This design comes from an exercise in tuning for small area on the open sky130 flow, not from production work.
Only simulation tests tie the RTL to the original design; equivalence was not proved.

==> build 35: inputs <==
==> flow/design.v <==
package cpu_mc_pkg;
   localparam logic [2:0] ST_FETCH  = 3'd0;
   localparam logic [2:0] ST_DECODE = 3'd1;
   localparam logic [2:0] ST_EXEC   = 3'd2;
   localparam logic [2:0] ST_MEM    = 3'd3;
   localparam logic [2:0] ST_WB     = 3'd4;
   localparam logic [2:0] ST_TRAP   = 3'd5;
   localparam logic [5:0] OP_RTYPE = 6'h00;
   localparam logic [5:0] OP_J     = 6'h02;
   localparam logic [5:0] OP_JAL   = 6'h03;
   localparam logic [5:0] OP_BEQ   = 6'h04;
   localparam logic [5:0] OP_BNE   = 6'h05;
   localparam logic [5:0] OP_ADDI  = 6'h08;
   localparam logic [5:0] OP_ANDI  = 6'h0C;
   localparam logic [5:0] OP_ORI   = 6'h0D;
   localparam logic [5:0] OP_XORI  = 6'h0E;
   localparam logic [5:0] OP_LUI   = 6'h0F;
   localparam logic [5:0] OP_LW    = 6'h23;
   localparam logic [5:0] OP_SW    = 6'h2B;
   localparam logic [5:0] F_SLL = 6'h00;
   localparam logic [5:0] F_SRL = 6'h02;
   localparam logic [5:0] F_SRA = 6'h03;
   localparam logic [5:0] F_JR  = 6'h08;
   localparam logic [5:0] F_ADD = 6'h20;
   localparam logic [5:0] F_SUB = 6'h22;
   localparam logic [5:0] F_AND = 6'h24;
   localparam logic [5:0] F_OR  = 6'h25;
   localparam logic [5:0] F_XOR = 6'h26;
endpackage
module cpu_multicycle
#(
   parameter logic [31:0] RESET_PC    = 32'h0000_0000,
   parameter int          PC_STEP     = 4,
   parameter logic [31:0] TRAP_VECTOR = 32'h0000_0080
) (
   input  logic        clock,
   input  logic        reset,
   output logic        mem_req,
   output logic        mem_we,
   output logic [31:0] mem_addr,
   output logic [31:0] mem_wdata,
   input  logic [31:0] mem_rdata,
   input  logic        mem_ready,
   output logic [31:0] pc,
   output logic [2:0]  state,
   output logic        trap
);
   localparam logic [31:0] PC_STEP_W = 32'(PC_STEP);
   logic [2:0]  st_r;
   logic        req_r;
   logic [31:0] pc_r, x_r;
   logic [31:0]  ir_r;
   logic [31:1]  rsel;
   logic [31:0]  rf_r [1:31];
   logic [2:0]  ns;
   logic        done;
   logic        s_fetch, s_dec, s_exec, s_mem, s_wb, s_trap;
   logic [5:0]  op, funct;
   logic        is_r, is_j, is_jal, is_jr, is_br, is_bne, is_ls, is_sw, legal;
   assign done    = req_r & mem_ready;
   assign s_fetch = (st_r == cpu_mc_pkg::ST_FETCH);
   assign s_dec   = (st_r == cpu_mc_pkg::ST_DECODE);
   assign s_exec  = (st_r == cpu_mc_pkg::ST_EXEC);
   assign s_mem   = (st_r == cpu_mc_pkg::ST_MEM);
   assign s_wb    = (st_r == cpu_mc_pkg::ST_WB);
   assign s_trap  = (st_r == cpu_mc_pkg::ST_TRAP);
   assign op     = ir_r[31:26];
   assign funct  = ir_r[5:0];
   assign is_r   = (op == cpu_mc_pkg::OP_RTYPE);
   assign is_j   = (op == cpu_mc_pkg::OP_J);
   assign is_jal = (op == cpu_mc_pkg::OP_JAL);
   assign is_jr  = is_r && (funct == cpu_mc_pkg::F_JR);
   assign is_br  = (op == cpu_mc_pkg::OP_BEQ) || (op == cpu_mc_pkg::OP_BNE);
   assign is_bne = (op == cpu_mc_pkg::OP_BNE);
   assign is_ls  = (op == cpu_mc_pkg::OP_LW) || (op == cpu_mc_pkg::OP_SW);
   assign is_sw  = (op == cpu_mc_pkg::OP_SW);
   always_comb begin
      case (op)
         cpu_mc_pkg::OP_RTYPE: begin
            case (funct)
               cpu_mc_pkg::F_ADD, cpu_mc_pkg::F_SUB, cpu_mc_pkg::F_AND, cpu_mc_pkg::F_OR,
               cpu_mc_pkg::F_XOR, cpu_mc_pkg::F_SLL, cpu_mc_pkg::F_SRL, cpu_mc_pkg::F_SRA,
               cpu_mc_pkg::F_JR: legal = 1'b1;
               default: legal = 1'b0;
            endcase
         end
         cpu_mc_pkg::OP_J, cpu_mc_pkg::OP_JAL, cpu_mc_pkg::OP_BEQ, cpu_mc_pkg::OP_BNE,
         cpu_mc_pkg::OP_ADDI, cpu_mc_pkg::OP_ANDI, cpu_mc_pkg::OP_ORI, cpu_mc_pkg::OP_XORI,
         cpu_mc_pkg::OP_LUI, cpu_mc_pkg::OP_LW, cpu_mc_pkg::OP_SW: legal = 1'b1;
         default: legal = 1'b0;
      endcase
   end
   logic [31:0] rf_rd;
   logic [4:0]  raddr_nx;
   assign raddr_nx = s_fetch ? mem_rdata[25:21] : ir_r[20:16];
   always_ff @(posedge clock) begin
      for (int i = 1; i < 32; i++) rsel[i] <= (raddr_nx == 5'(i));
   end
   always_comb begin
      rf_rd = 32'h0;
      for (int i = 1; i < 32; i++) begin
         if (rsel[i]) rf_rd = rf_rd | rf_r[i];
      end
   end
   typedef enum logic [2:0] {ALU_ADD, ALU_SUB, ALU_AND, ALU_OR, ALU_XOR, ALU_SH} alu_t;
   alu_t        alu_op;
   logic [31:0] alu_a, alu_b, alu_y, imm_ext, br_off;
   logic        a_x, a_off, b_rf, b_imm, b_pc;
   always_comb begin
      case (op)
         cpu_mc_pkg::OP_ANDI, cpu_mc_pkg::OP_ORI, cpu_mc_pkg::OP_XORI: imm_ext = {16'h0000, ir_r[15:0]};
         cpu_mc_pkg::OP_LUI: imm_ext = {ir_r[15:0], 16'h0000};
         default: imm_ext = {{16{ir_r[15]}}, ir_r[15:0]};
      endcase
   end
   assign br_off = {{14{ir_r[15]}}, ir_r[15:0], 2'b00};
   assign a_x   = s_exec && !is_br && (op != cpu_mc_pkg::OP_LUI);
   assign a_off = s_exec && is_br;
   assign b_rf  = (s_dec && !is_jal) || (s_exec && is_r);
   assign b_imm = s_exec && !is_r && !is_br;
   assign b_pc  = s_fetch || (s_dec && is_jal) || (s_exec && is_br);
   assign alu_a = ({32{a_x}} & x_r) | ({32{a_off}} & br_off) | (s_fetch ? PC_STEP_W : 32'h0);
   assign alu_b = ({32{b_rf}} & rf_rd) | ({32{b_imm}} & imm_ext) | ({32{b_pc}} & pc_r);
   always_comb begin
      alu_op = ALU_ADD;
      if (s_exec) begin
         case (op)
            cpu_mc_pkg::OP_RTYPE: begin
               case (funct)
                  cpu_mc_pkg::F_SUB: alu_op = ALU_SUB;
                  cpu_mc_pkg::F_AND: alu_op = ALU_AND;
                  cpu_mc_pkg::F_OR:  alu_op = ALU_OR;
                  cpu_mc_pkg::F_XOR: alu_op = ALU_XOR;
                  cpu_mc_pkg::F_SLL, cpu_mc_pkg::F_SRL, cpu_mc_pkg::F_SRA: alu_op = ALU_SH;
                  default: alu_op = ALU_ADD;
               endcase
            end
            cpu_mc_pkg::OP_ANDI: alu_op = ALU_AND;
            cpu_mc_pkg::OP_ORI:  alu_op = ALU_OR;
            cpu_mc_pkg::OP_XORI: alu_op = ALU_XOR;
            default: alu_op = ALU_ADD;
         endcase
      end
   end
   logic [4:0]  sh_amt, rot_amt;
   logic        sh_left, sh_arith;
   logic [31:0] rot, sh_keep, sh_y;
   logic [63:0] rot_d;
   assign sh_amt   = ir_r[10:6];
   assign sh_left  = (funct[1:0] == 2'b00);
   assign sh_arith = (funct[1:0] == 2'b11);
   assign rot_amt  = sh_left ? (5'd0 - sh_amt) : sh_amt;
   assign rot_d    = {alu_b, alu_b} >> rot_amt;
   assign rot      = rot_d[31:0];
   always_comb begin
      for (int i = 0; i < 32; i++) begin
         sh_keep[i] = sh_left ? (5'(i) >= sh_amt) : (5'(31 - i) >= sh_amt);
      end
   end
   assign sh_y = (rot & sh_keep) | (~sh_keep & {32{sh_arith & alu_b[31]}});
   logic        add_sub, add_c16;
   logic [31:0] add_b, add_y;
   logic [15:0] add_lo, add_hi0, add_hi1;
   assign add_sub = (alu_op == ALU_SUB);
   assign add_b   = add_sub ? ~alu_b : alu_b;
   assign {add_c16, add_lo} = {1'b0, alu_a[15:0]} + {1'b0, add_b[15:0]} + {16'h0, add_sub};
   assign add_hi0 = alu_a[31:16] + add_b[31:16];
   assign add_hi1 = alu_a[31:16] + add_b[31:16] + 16'd1;
   assign add_y   = {add_c16 ? add_hi1 : add_hi0, add_lo};
   always_comb begin
      case (alu_op)
         ALU_SUB: alu_y = add_y;
         ALU_AND: alu_y = alu_a & alu_b;
         ALU_OR:  alu_y = alu_a | alu_b;
         ALU_XOR: alu_y = alu_a ^ alu_b;
         ALU_SH:  alu_y = sh_y;
         default: alu_y = add_y;
      endcase
   end
   logic taken;
   assign taken = is_bne ^ (x_r == rf_rd);
   always_comb begin
      ns = cpu_mc_pkg::ST_FETCH;
      case (st_r)
         cpu_mc_pkg::ST_FETCH:  ns = done ? cpu_mc_pkg::ST_DECODE : cpu_mc_pkg::ST_FETCH;
         cpu_mc_pkg::ST_DECODE: begin
            if (!legal) ns = cpu_mc_pkg::ST_TRAP;
            else if (is_j || is_jal || is_jr) ns = cpu_mc_pkg::ST_FETCH;
            else ns = cpu_mc_pkg::ST_EXEC;
         end
         cpu_mc_pkg::ST_EXEC: begin
            if (is_br) ns = cpu_mc_pkg::ST_FETCH;
            else if (is_ls) ns = cpu_mc_pkg::ST_MEM;
            else ns = cpu_mc_pkg::ST_WB;
         end
         cpu_mc_pkg::ST_MEM: begin
            if (!done) ns = cpu_mc_pkg::ST_MEM;
            else if (is_sw) ns = cpu_mc_pkg::ST_FETCH;
            else ns = cpu_mc_pkg::ST_WB;
         end
         default: ns = cpu_mc_pkg::ST_FETCH;
      endcase
   end
   logic [31:0] pc_nx;
   always_comb begin
      pc_nx = pc_r;
      if (s_fetch && done) pc_nx = alu_y;
      else if (s_dec && (is_j || is_jal)) pc_nx = {pc_r[31:28], ir_r[25:0], 2'b00};
      else if (s_dec && is_jr) pc_nx = rf_rd;
      else if (s_exec && is_br && taken) pc_nx = alu_y;
      else if (s_trap) pc_nx = TRAP_VECTOR;
   end
   logic        jal_pend;
   logic        rf_we;
   logic [4:0]  waddr;
   assign rf_we = jal_pend || s_wb;
   assign waddr = jal_pend ? 5'd31 : (is_r ? ir_r[15:11] : ir_r[20:16]);
   always_ff @(posedge clock) begin
      jal_pend <= !reset && s_dec && is_jal;
   end
   always_ff @(posedge clock) begin
      if (reset) begin
         st_r    <= cpu_mc_pkg::ST_FETCH;
         req_r   <= 1'b0;
         pc_r    <= RESET_PC;
      end else begin
         st_r  <= ns;
         req_r <= (ns == cpu_mc_pkg::ST_FETCH) || (ns == cpu_mc_pkg::ST_MEM);
         pc_r  <= pc_nx;
      end
   end
   always_ff @(posedge clock) begin
      if (s_fetch && done) begin
         ir_r <= mem_rdata;
      end
      if (s_mem) begin
         if (done) x_r <= mem_rdata;
      end else if (s_dec || s_exec) begin
         x_r <= alu_y;
      end
   end
   logic [31:0] rf_wd;
   assign rf_wd = reset ? 32'h0 : x_r;
   for (genvar g = 1; g < 32; g++) begin : g_rf
      always_ff @(posedge clock) begin
         if (reset || (rf_we && (waddr == 5'(g)))) rf_r[g] <= rf_wd;
      end
   end
   assign mem_req   = req_r;
   assign mem_we    = st_r[1] & ir_r[29];
   assign mem_addr  = st_r[1] ? x_r : pc_r;
   assign mem_wdata = rf_rd;
   assign pc        = pc_r;
   assign state     = st_r;
   assign trap      = st_r[2] & st_r[0];
endmodule
==> flow/flow/run.sh <==
#!/bin/bash
# Own layout flow: the standard ORFS flow, except that
#  * synthesis maps logic with an area-oriented ABC script (flow/synth.tcl,
#    flow/area.abc) and without ORFS's half/full-adder cell mapping;
#  * ports are buffered with sky130_fd_sc_hd__buf_1 instead of the default.
# Every other step is ORFS's own, with the standard flow's config.mk.
set -euo pipefail
W=$(pwd)
export OWN_ABC_SCRIPT=$W/flow/area.abc
make -C "$FLOW_HOME" DESIGN_CONFIG="$W/config.mk" WORK_HOME="$W/orfs" CLKGATE_MAP_FILE= \
  SYNTH_SCRIPT="$W/flow/synth.tcl" ADDER_MAP_FILE= \
  BUFFER_PORTS_ARGS="-buffer_cell sky130_fd_sc_hd__buf_1" \
  finish > "$W/make.log" 2>&1
R=$W/orfs/results/$FLOW_PLATFORM/cpu_multicycle/base
: # left out here: write the final layout as DEF
==> flow/flow/area.abc <==
strash
&get -n
&fraig -x
&put
scorr
dc2
dretime
strash
&get -n
&dch -f
&nf -R 1000 -D 9000
&put
buffer
upsize -D 9000
dnsize -D 9000
==> flow/flow/synth.tcl <==
# synth_recipe.tcl with one change: ABC maps with flow/area.abc (an area-oriented
# script) instead of the ORFS speed/area script. Registers are untouched: ABC
# runs after dfflibmap and only sees the combinational logic.
proc synth {args} { yosys synth -nofsm -noshare {*}$args }
proc abc {args} {
  set keep {}
  set skip 0
  foreach a $args {
    if {$skip} { set skip 0; continue }
    if {$a eq "-script" || $a eq "-D"} { set skip 1; continue }
    lappend keep $a
  }
  yosys abc {*}$keep -script $::env(OWN_ABC_SCRIPT)
}
source $::env(SCRIPTS_DIR)/synth.tcl
# left out here: clear keep_hierarchy, flatten, clean up, hide names made inside functions, write 1_2_yosys.v
==> flow/standard.sh <==
#!/bin/bash
# synth_recipe.tcl (not shown) runs the flow's synth.tcl, then flattens the netlist and writes it again
# the make line also repeats each setting of config.mk as NAME=value (left out here)
make -C /OpenROAD-flow-scripts/flow DESIGN_CONFIG=/design/flow/config.mk WORK_HOME=/design/flow/orfs CLKGATE_MAP_FILE= SYNTH_SCRIPT=/design/flow/synth_recipe.tcl "${@:-finish}"
==> flow/config.mk <==
export PLATFORM = sky130hd
export DESIGN_NAME = cpu_multicycle
export DESIGN_NICKNAME = cpu_multicycle
export VERILOG_FILES = /design/flow/design.v
export SDC_FILE = /design/flow/constraint.sdc
export NUM_CORES = 4
export LEC_CHECK = 0
export CAP_MARGIN = 15
export CORE_MARGIN = 2
export CORE_UTILIZATION = 60
export CTS_BUF_LIST = sky130_fd_sc_hd__clkbuf_16
export CTS_CLUSTER_DIAMETER = 100
export CTS_CLUSTER_SIZE = 20
export GPL_TIMING_DRIVEN = 0
export SETUP_SLACK_MARGIN = 0.4
export SLEW_MARGIN = 15
==> flow/constraint.sdc <==
create_clock -name core_clock -period 9.0 [get_ports {clock}]
set_input_delay 1.8000 -clock core_clock [delete_from_list [all_inputs] [get_ports {clock}]]
set_output_delay 1.8000 -clock core_clock [all_outputs]
set_load 0.01 [all_outputs]
==> inputs of trial 78, as changes to build 35 <==
==> flow/design.v, changed modules only <==
module cpu_multicycle
#(
   parameter logic [31:0] RESET_PC    = 32'h0000_0000,
   parameter int          PC_STEP     = 4,
   parameter logic [31:0] TRAP_VECTOR = 32'h0000_0080
) (
   input  logic        clock,
   input  logic        reset,
   output logic        mem_req,
   output logic        mem_we,
   output logic [31:0] mem_addr,
   output logic [31:0] mem_wdata,
   input  logic [31:0] mem_rdata,
   input  logic        mem_ready,
   output logic [31:0] pc,
   output logic [2:0]  state,
   output logic        trap
);
   localparam logic [31:0] PC_STEP_W = 32'(PC_STEP);
   logic [2:0]  st_r;
   logic        req_r;
   logic [31:0] pc_r, x_r;
   logic [31:26] ir_hi;
   logic [20:0]  ir_lo;
   logic [4:0]   raddr;
   logic [31:0]  rf_r [1:31];
   logic [2:0]  ns;
   logic        done;
   logic        s_fetch, s_dec, s_exec, s_mem, s_wb, s_trap;
   logic [5:0]  op, funct;
   logic        is_r, is_j, is_jal, is_jr, is_br, is_bne, is_ls, is_sw, legal;
   assign done    = req_r & mem_ready;
   assign s_fetch = (st_r == cpu_mc_pkg::ST_FETCH);
   assign s_dec   = (st_r == cpu_mc_pkg::ST_DECODE);
   assign s_exec  = (st_r == cpu_mc_pkg::ST_EXEC);
   assign s_mem   = (st_r == cpu_mc_pkg::ST_MEM);
   assign s_wb    = (st_r == cpu_mc_pkg::ST_WB);
   assign s_trap  = (st_r == cpu_mc_pkg::ST_TRAP);
   assign op     = ir_hi;
   assign funct  = ir_lo[5:0];
   assign is_r   = (op == cpu_mc_pkg::OP_RTYPE);
   assign is_j   = (op == cpu_mc_pkg::OP_J);
   assign is_jal = (op == cpu_mc_pkg::OP_JAL);
   assign is_jr  = is_r && (funct == cpu_mc_pkg::F_JR);
   assign is_br  = (op == cpu_mc_pkg::OP_BEQ) || (op == cpu_mc_pkg::OP_BNE);
   assign is_bne = (op == cpu_mc_pkg::OP_BNE);
   assign is_ls  = (op == cpu_mc_pkg::OP_LW) || (op == cpu_mc_pkg::OP_SW);
   assign is_sw  = (op == cpu_mc_pkg::OP_SW);
   always_comb begin
      case (op)
         cpu_mc_pkg::OP_RTYPE: begin
            case (funct)
               cpu_mc_pkg::F_ADD, cpu_mc_pkg::F_SUB, cpu_mc_pkg::F_AND, cpu_mc_pkg::F_OR,
               cpu_mc_pkg::F_XOR, cpu_mc_pkg::F_SLL, cpu_mc_pkg::F_SRL, cpu_mc_pkg::F_SRA,
               cpu_mc_pkg::F_JR: legal = 1'b1;
               default: legal = 1'b0;
            endcase
         end
         cpu_mc_pkg::OP_J, cpu_mc_pkg::OP_JAL, cpu_mc_pkg::OP_BEQ, cpu_mc_pkg::OP_BNE,
         cpu_mc_pkg::OP_ADDI, cpu_mc_pkg::OP_ANDI, cpu_mc_pkg::OP_ORI, cpu_mc_pkg::OP_XORI,
         cpu_mc_pkg::OP_LUI, cpu_mc_pkg::OP_LW, cpu_mc_pkg::OP_SW: legal = 1'b1;
         default: legal = 1'b0;
      endcase
   end
   logic [31:0] rf_rd;
   always_ff @(posedge clock) begin
      raddr <= s_fetch ? mem_rdata[25:21] : ir_lo[20:16];
   end
   always_comb begin
      rf_rd = 32'h0;
      for (int i = 1; i < 32; i++) begin
         if (raddr == 5'(i)) rf_rd = rf_rd | rf_r[i];
      end
   end
   typedef enum logic [2:0] {ALU_ADD, ALU_SUB, ALU_AND, ALU_OR, ALU_XOR, ALU_SH} alu_t;
   alu_t        alu_op;
   logic [31:0] alu_a, alu_b, alu_y, imm_ext, br_off;
   logic        a_x, a_off, b_rf, b_imm, b_pc;
   always_comb begin
      case (op)
         cpu_mc_pkg::OP_ANDI, cpu_mc_pkg::OP_ORI, cpu_mc_pkg::OP_XORI: imm_ext = {16'h0000, ir_lo[15:0]};
         cpu_mc_pkg::OP_LUI: imm_ext = {ir_lo[15:0], 16'h0000};
         default: imm_ext = {{16{ir_lo[15]}}, ir_lo[15:0]};
      endcase
   end
   assign br_off = {{14{ir_lo[15]}}, ir_lo[15:0], 2'b00};
   assign a_x   = s_exec && !is_br && (op != cpu_mc_pkg::OP_LUI);
   assign a_off = s_exec && is_br;
   assign b_rf  = (s_dec && !is_jal) || (s_exec && is_r);
   assign b_imm = s_exec && !is_r && !is_br;
   assign b_pc  = s_fetch || (s_dec && is_jal) || (s_exec && is_br);
   assign alu_a = ({32{a_x}} & x_r) | ({32{a_off}} & br_off) | (s_fetch ? PC_STEP_W : 32'h0);
   assign alu_b = ({32{b_rf}} & rf_rd) | ({32{b_imm}} & imm_ext) | ({32{b_pc}} & pc_r);
   always_comb begin
      alu_op = ALU_ADD;
      if (s_exec) begin
         case (op)
            cpu_mc_pkg::OP_RTYPE: begin
               case (funct)
                  cpu_mc_pkg::F_SUB: alu_op = ALU_SUB;
                  cpu_mc_pkg::F_AND: alu_op = ALU_AND;
                  cpu_mc_pkg::F_OR:  alu_op = ALU_OR;
                  cpu_mc_pkg::F_XOR: alu_op = ALU_XOR;
                  cpu_mc_pkg::F_SLL, cpu_mc_pkg::F_SRL, cpu_mc_pkg::F_SRA: alu_op = ALU_SH;
                  default: alu_op = ALU_ADD;
               endcase
            end
            cpu_mc_pkg::OP_ANDI: alu_op = ALU_AND;
            cpu_mc_pkg::OP_ORI:  alu_op = ALU_OR;
            cpu_mc_pkg::OP_XORI: alu_op = ALU_XOR;
            default: alu_op = ALU_ADD;
         endcase
      end
   end
   logic [4:0]  sh_amt, rot_amt;
   logic        sh_left, sh_arith;
   logic [31:0] rot, sh_keep, sh_y;
   logic [63:0] rot_d;
   assign sh_amt   = ir_lo[10:6];
   assign sh_left  = (funct[1:0] == 2'b00);
   assign sh_arith = (funct[1:0] == 2'b11);
   assign rot_amt  = sh_left ? (5'd0 - sh_amt) : sh_amt;
   assign rot_d    = {alu_b, alu_b} >> rot_amt;
   assign rot      = rot_d[31:0];
   always_comb begin
      for (int i = 0; i < 32; i++) begin
         sh_keep[i] = sh_left ? (5'(i) >= sh_amt) : (5'(31 - i) >= sh_amt);
      end
   end
   assign sh_y = (rot & sh_keep) | (~sh_keep & {32{sh_arith & alu_b[31]}});
   always_comb begin
      case (alu_op)
         ALU_SUB: alu_y = alu_a - alu_b;
         ALU_AND: alu_y = alu_a & alu_b;
         ALU_OR:  alu_y = alu_a | alu_b;
         ALU_XOR: alu_y = alu_a ^ alu_b;
         ALU_SH:  alu_y = sh_y;
         default: alu_y = alu_a + alu_b;
      endcase
   end
   logic taken;
   assign taken = is_bne ^ (x_r == rf_rd);
   always_comb begin
      ns = cpu_mc_pkg::ST_FETCH;
      case (st_r)
         cpu_mc_pkg::ST_FETCH:  ns = done ? cpu_mc_pkg::ST_DECODE : cpu_mc_pkg::ST_FETCH;
         cpu_mc_pkg::ST_DECODE: begin
            if (!legal) ns = cpu_mc_pkg::ST_TRAP;
            else if (is_j || is_jal || is_jr) ns = cpu_mc_pkg::ST_FETCH;
            else ns = cpu_mc_pkg::ST_EXEC;
         end
         cpu_mc_pkg::ST_EXEC: begin
            if (is_br) ns = cpu_mc_pkg::ST_FETCH;
            else if (is_ls) ns = cpu_mc_pkg::ST_MEM;
            else ns = cpu_mc_pkg::ST_WB;
         end
         cpu_mc_pkg::ST_MEM: begin
            if (!done) ns = cpu_mc_pkg::ST_MEM;
            else if (is_sw) ns = cpu_mc_pkg::ST_FETCH;
            else ns = cpu_mc_pkg::ST_WB;
         end
         default: ns = cpu_mc_pkg::ST_FETCH;
      endcase
   end
   logic [31:0] pc_nx;
   always_comb begin
      pc_nx = pc_r;
      if (s_fetch && done) pc_nx = alu_y;
      else if (s_dec && (is_j || is_jal)) pc_nx = {pc_r[31:28], raddr, ir_lo[20:0], 2'b00};
      else if (s_dec && is_jr) pc_nx = rf_rd;
      else if (s_exec && is_br && taken) pc_nx = alu_y;
      else if (s_trap) pc_nx = TRAP_VECTOR;
   end
   logic        jal_pend;
   logic        rf_we;
   logic [4:0]  waddr;
   assign rf_we = jal_pend || s_wb;
   assign waddr = jal_pend ? 5'd31 : (is_r ? ir_lo[15:11] : ir_lo[20:16]);
   always_ff @(posedge clock) begin
      jal_pend <= !reset && s_dec && is_jal;
   end
   always_ff @(posedge clock) begin
      if (reset) begin
         st_r    <= cpu_mc_pkg::ST_FETCH;
         req_r   <= 1'b0;
         pc_r    <= RESET_PC;
      end else begin
         st_r  <= ns;
         req_r <= (ns == cpu_mc_pkg::ST_FETCH) || (ns == cpu_mc_pkg::ST_MEM);
         pc_r  <= pc_nx;
      end
   end
   always_ff @(posedge clock) begin
      if (s_fetch && done) begin
         ir_hi <= mem_rdata[31:26];
         ir_lo <= mem_rdata[20:0];
      end
      if (s_mem) begin
         if (done) x_r <= mem_rdata;
      end else if (s_dec || s_exec) begin
         x_r <= alu_y;
      end
   end
   logic [31:0] rf_wd;
   assign rf_wd = reset ? 32'h0 : x_r;
   for (genvar g = 1; g < 32; g++) begin : g_rf
      always_ff @(posedge clock) begin
         if (reset || (rf_we && (waddr == 5'(g)))) rf_r[g] <= rf_wd;
      end
   end
   assign mem_req   = req_r;
   assign mem_we    = st_r[1] & ir_hi[29];
   assign mem_addr  = st_r[1] ? x_r : pc_r;
   assign mem_wdata = rf_rd;
   assign pc        = pc_r;
   assign state     = st_r;
   assign trap      = st_r[2] & st_r[0];
endmodule
- SETUP_SLACK_MARGIN: 0.4 -> not set
==> inputs of build 73, as changes to build 35 <==
--- a/flow/design.v
+++ b/flow/design.v
@@ -143,20 +143,21 @@
       end
    end
-   logic [4:0]  sh_amt, rot_amt;
-   logic        sh_left, sh_arith;
-   logic [31:0] rot, sh_keep, sh_y;
-   logic [63:0] rot_d;
-   assign sh_amt   = ir_r[10:6];
-   assign sh_left  = (funct[1:0] == 2'b00);
-   assign sh_arith = (funct[1:0] == 2'b11);
-   assign rot_amt  = sh_left ? (5'd0 - sh_amt) : sh_amt;
-   assign rot_d    = {alu_b, alu_b} >> rot_amt;
-   assign rot      = rot_d[31:0];
-   always_comb begin
-      for (int i = 0; i < 32; i++) begin
-         sh_keep[i] = sh_left ? (5'(i) >= sh_amt) : (5'(31 - i) >= sh_amt);
-      end
-   end
-   assign sh_y = (rot & sh_keep) | (~sh_keep & {32{sh_arith & alu_b[31]}});
+   logic [4:0]  sh_amt;
+   logic        sh_left, sh_fill;
+   logic [31:0] sh_in, sh0, sh1, sh2, sh3, sh4, sh_y;
+   assign sh_amt  = ir_r[10:6];
+   assign sh_left = (funct[1:0] == 2'b00);
+   assign sh_fill = (funct[1:0] == 2'b11) & alu_b[31];
+   always_comb begin
+      for (int i = 0; i < 32; i++) sh_in[i] = sh_left ? alu_b[31 - i] : alu_b[i];
+   end
+   assign sh0 = sh_amt[0] ? {{1{sh_fill}},  sh_in[31:1]} : sh_in;
+   assign sh1 = sh_amt[1] ? {{2{sh_fill}},  sh0[31:2]}   : sh0;
+   assign sh2 = sh_amt[2] ? {{4{sh_fill}},  sh1[31:4]}   : sh1;
+   assign sh3 = sh_amt[3] ? {{8{sh_fill}},  sh2[31:8]}   : sh2;
+   assign sh4 = sh_amt[4] ? {{16{sh_fill}}, sh3[31:16]}  : sh3;
+   always_comb begin
+      for (int i = 0; i < 32; i++) sh_y[i] = sh_left ? sh4[31 - i] : sh4[i];
+   end
    logic        add_sub, add_c16;
    logic [31:0] add_b, add_y;
@@ -171,7 +172,7 @@
       case (alu_op)
          ALU_SUB: alu_y = add_y;
-         ALU_AND: alu_y = alu_a & alu_b;
-         ALU_OR:  alu_y = alu_a | alu_b;
-         ALU_XOR: alu_y = alu_a ^ alu_b;
+         ALU_AND: alu_y = alu_a & add_b;
+         ALU_OR:  alu_y = alu_a | add_b;
+         ALU_XOR: alu_y = alu_a ^ add_b;
          ALU_SH:  alu_y = sh_y;
          default: alu_y = add_y;
- CORE_UTILIZATION: 60 -> 57
- SETUP_SLACK_MARGIN: 0.4 -> 0.6
==> qor summary <==
metric	build 35	trial 78	build 73
Outcome	finished clean	complete, but fails checks	finished clean
Reasons for failing layout checks	-	negative setup slack	-
R2r startpoint	rsel[3]	raddr[4]	rsel[4]
Average cell area after synthesis	14.12 µm²	14.02 µm²	14.03 µm²
Worst Path Required	9.53 ns	9.54 ns	9.49 ns
Cell Count, Final, Fillers Out	4714	4708	4733
Number of antenna violations at the first check in global routing	10	9	16
Placeable core area	0.07734 mm²	0.07620 mm²	0.08055 mm²
Metal-1 WL	62750 µm	63040 µm	64410 µm
Initial Util	0.6051	0.6080	0.5754
Maximum level of the CTS H-tree	3	2	3
Standard-cell rows	102	101	104
Total setup violations reported at the end of the flow	0	2	0
Number of cells after detailed placement	4580	4565	4602
Post-synth net total	3350	3339	3338
Detailed-routed wire length on met2	82290 µm	77650 µm	82890 µm
Area share of and/or/nand/nor cells after synthesis	0.07297	0.08237	0.08228
Post-CTS setup buffer count	19	36	16
Placer's final routability congestion estimate	1.055	1.100	1.083
Count of sequential standard cells	1124	1093	1124

[port drivers added, routing unchanged]
In the flow no input, the clock included, has a driving cell. The finished layouts below were timed again as built, in two steps. Step 1, drivers: a clkbuf_16 drives clock and a buf_2 each remaining input, both assumed. Step 2, shift: input delay + t, output delay - t, t = (earliest + latest rising clock arrival at the registers) / 2. This alone moves slack from input paths to output paths. a / b / c = ideal / step 1 / step 2; a / b = the first two.
run | t, ns | slack for setup (ns) | clock arrival spread, ns | worst data-port slew with drivers (ns) | cell pins on the clock port's net
build 35 | 0.729 | 0.557 / 0.557 / 0.557 | 0.086 / 0.086 | 0.13 | 1
trial 78 | 0.749 | -0.020 / -0.020 / -0.020 | 0.034 / 0.034 | 0.15 | 1
build 73 | 0.730 | 0.340 / 0.340 / 0.340 | 0.066 / 0.066 | 0.14 | 1
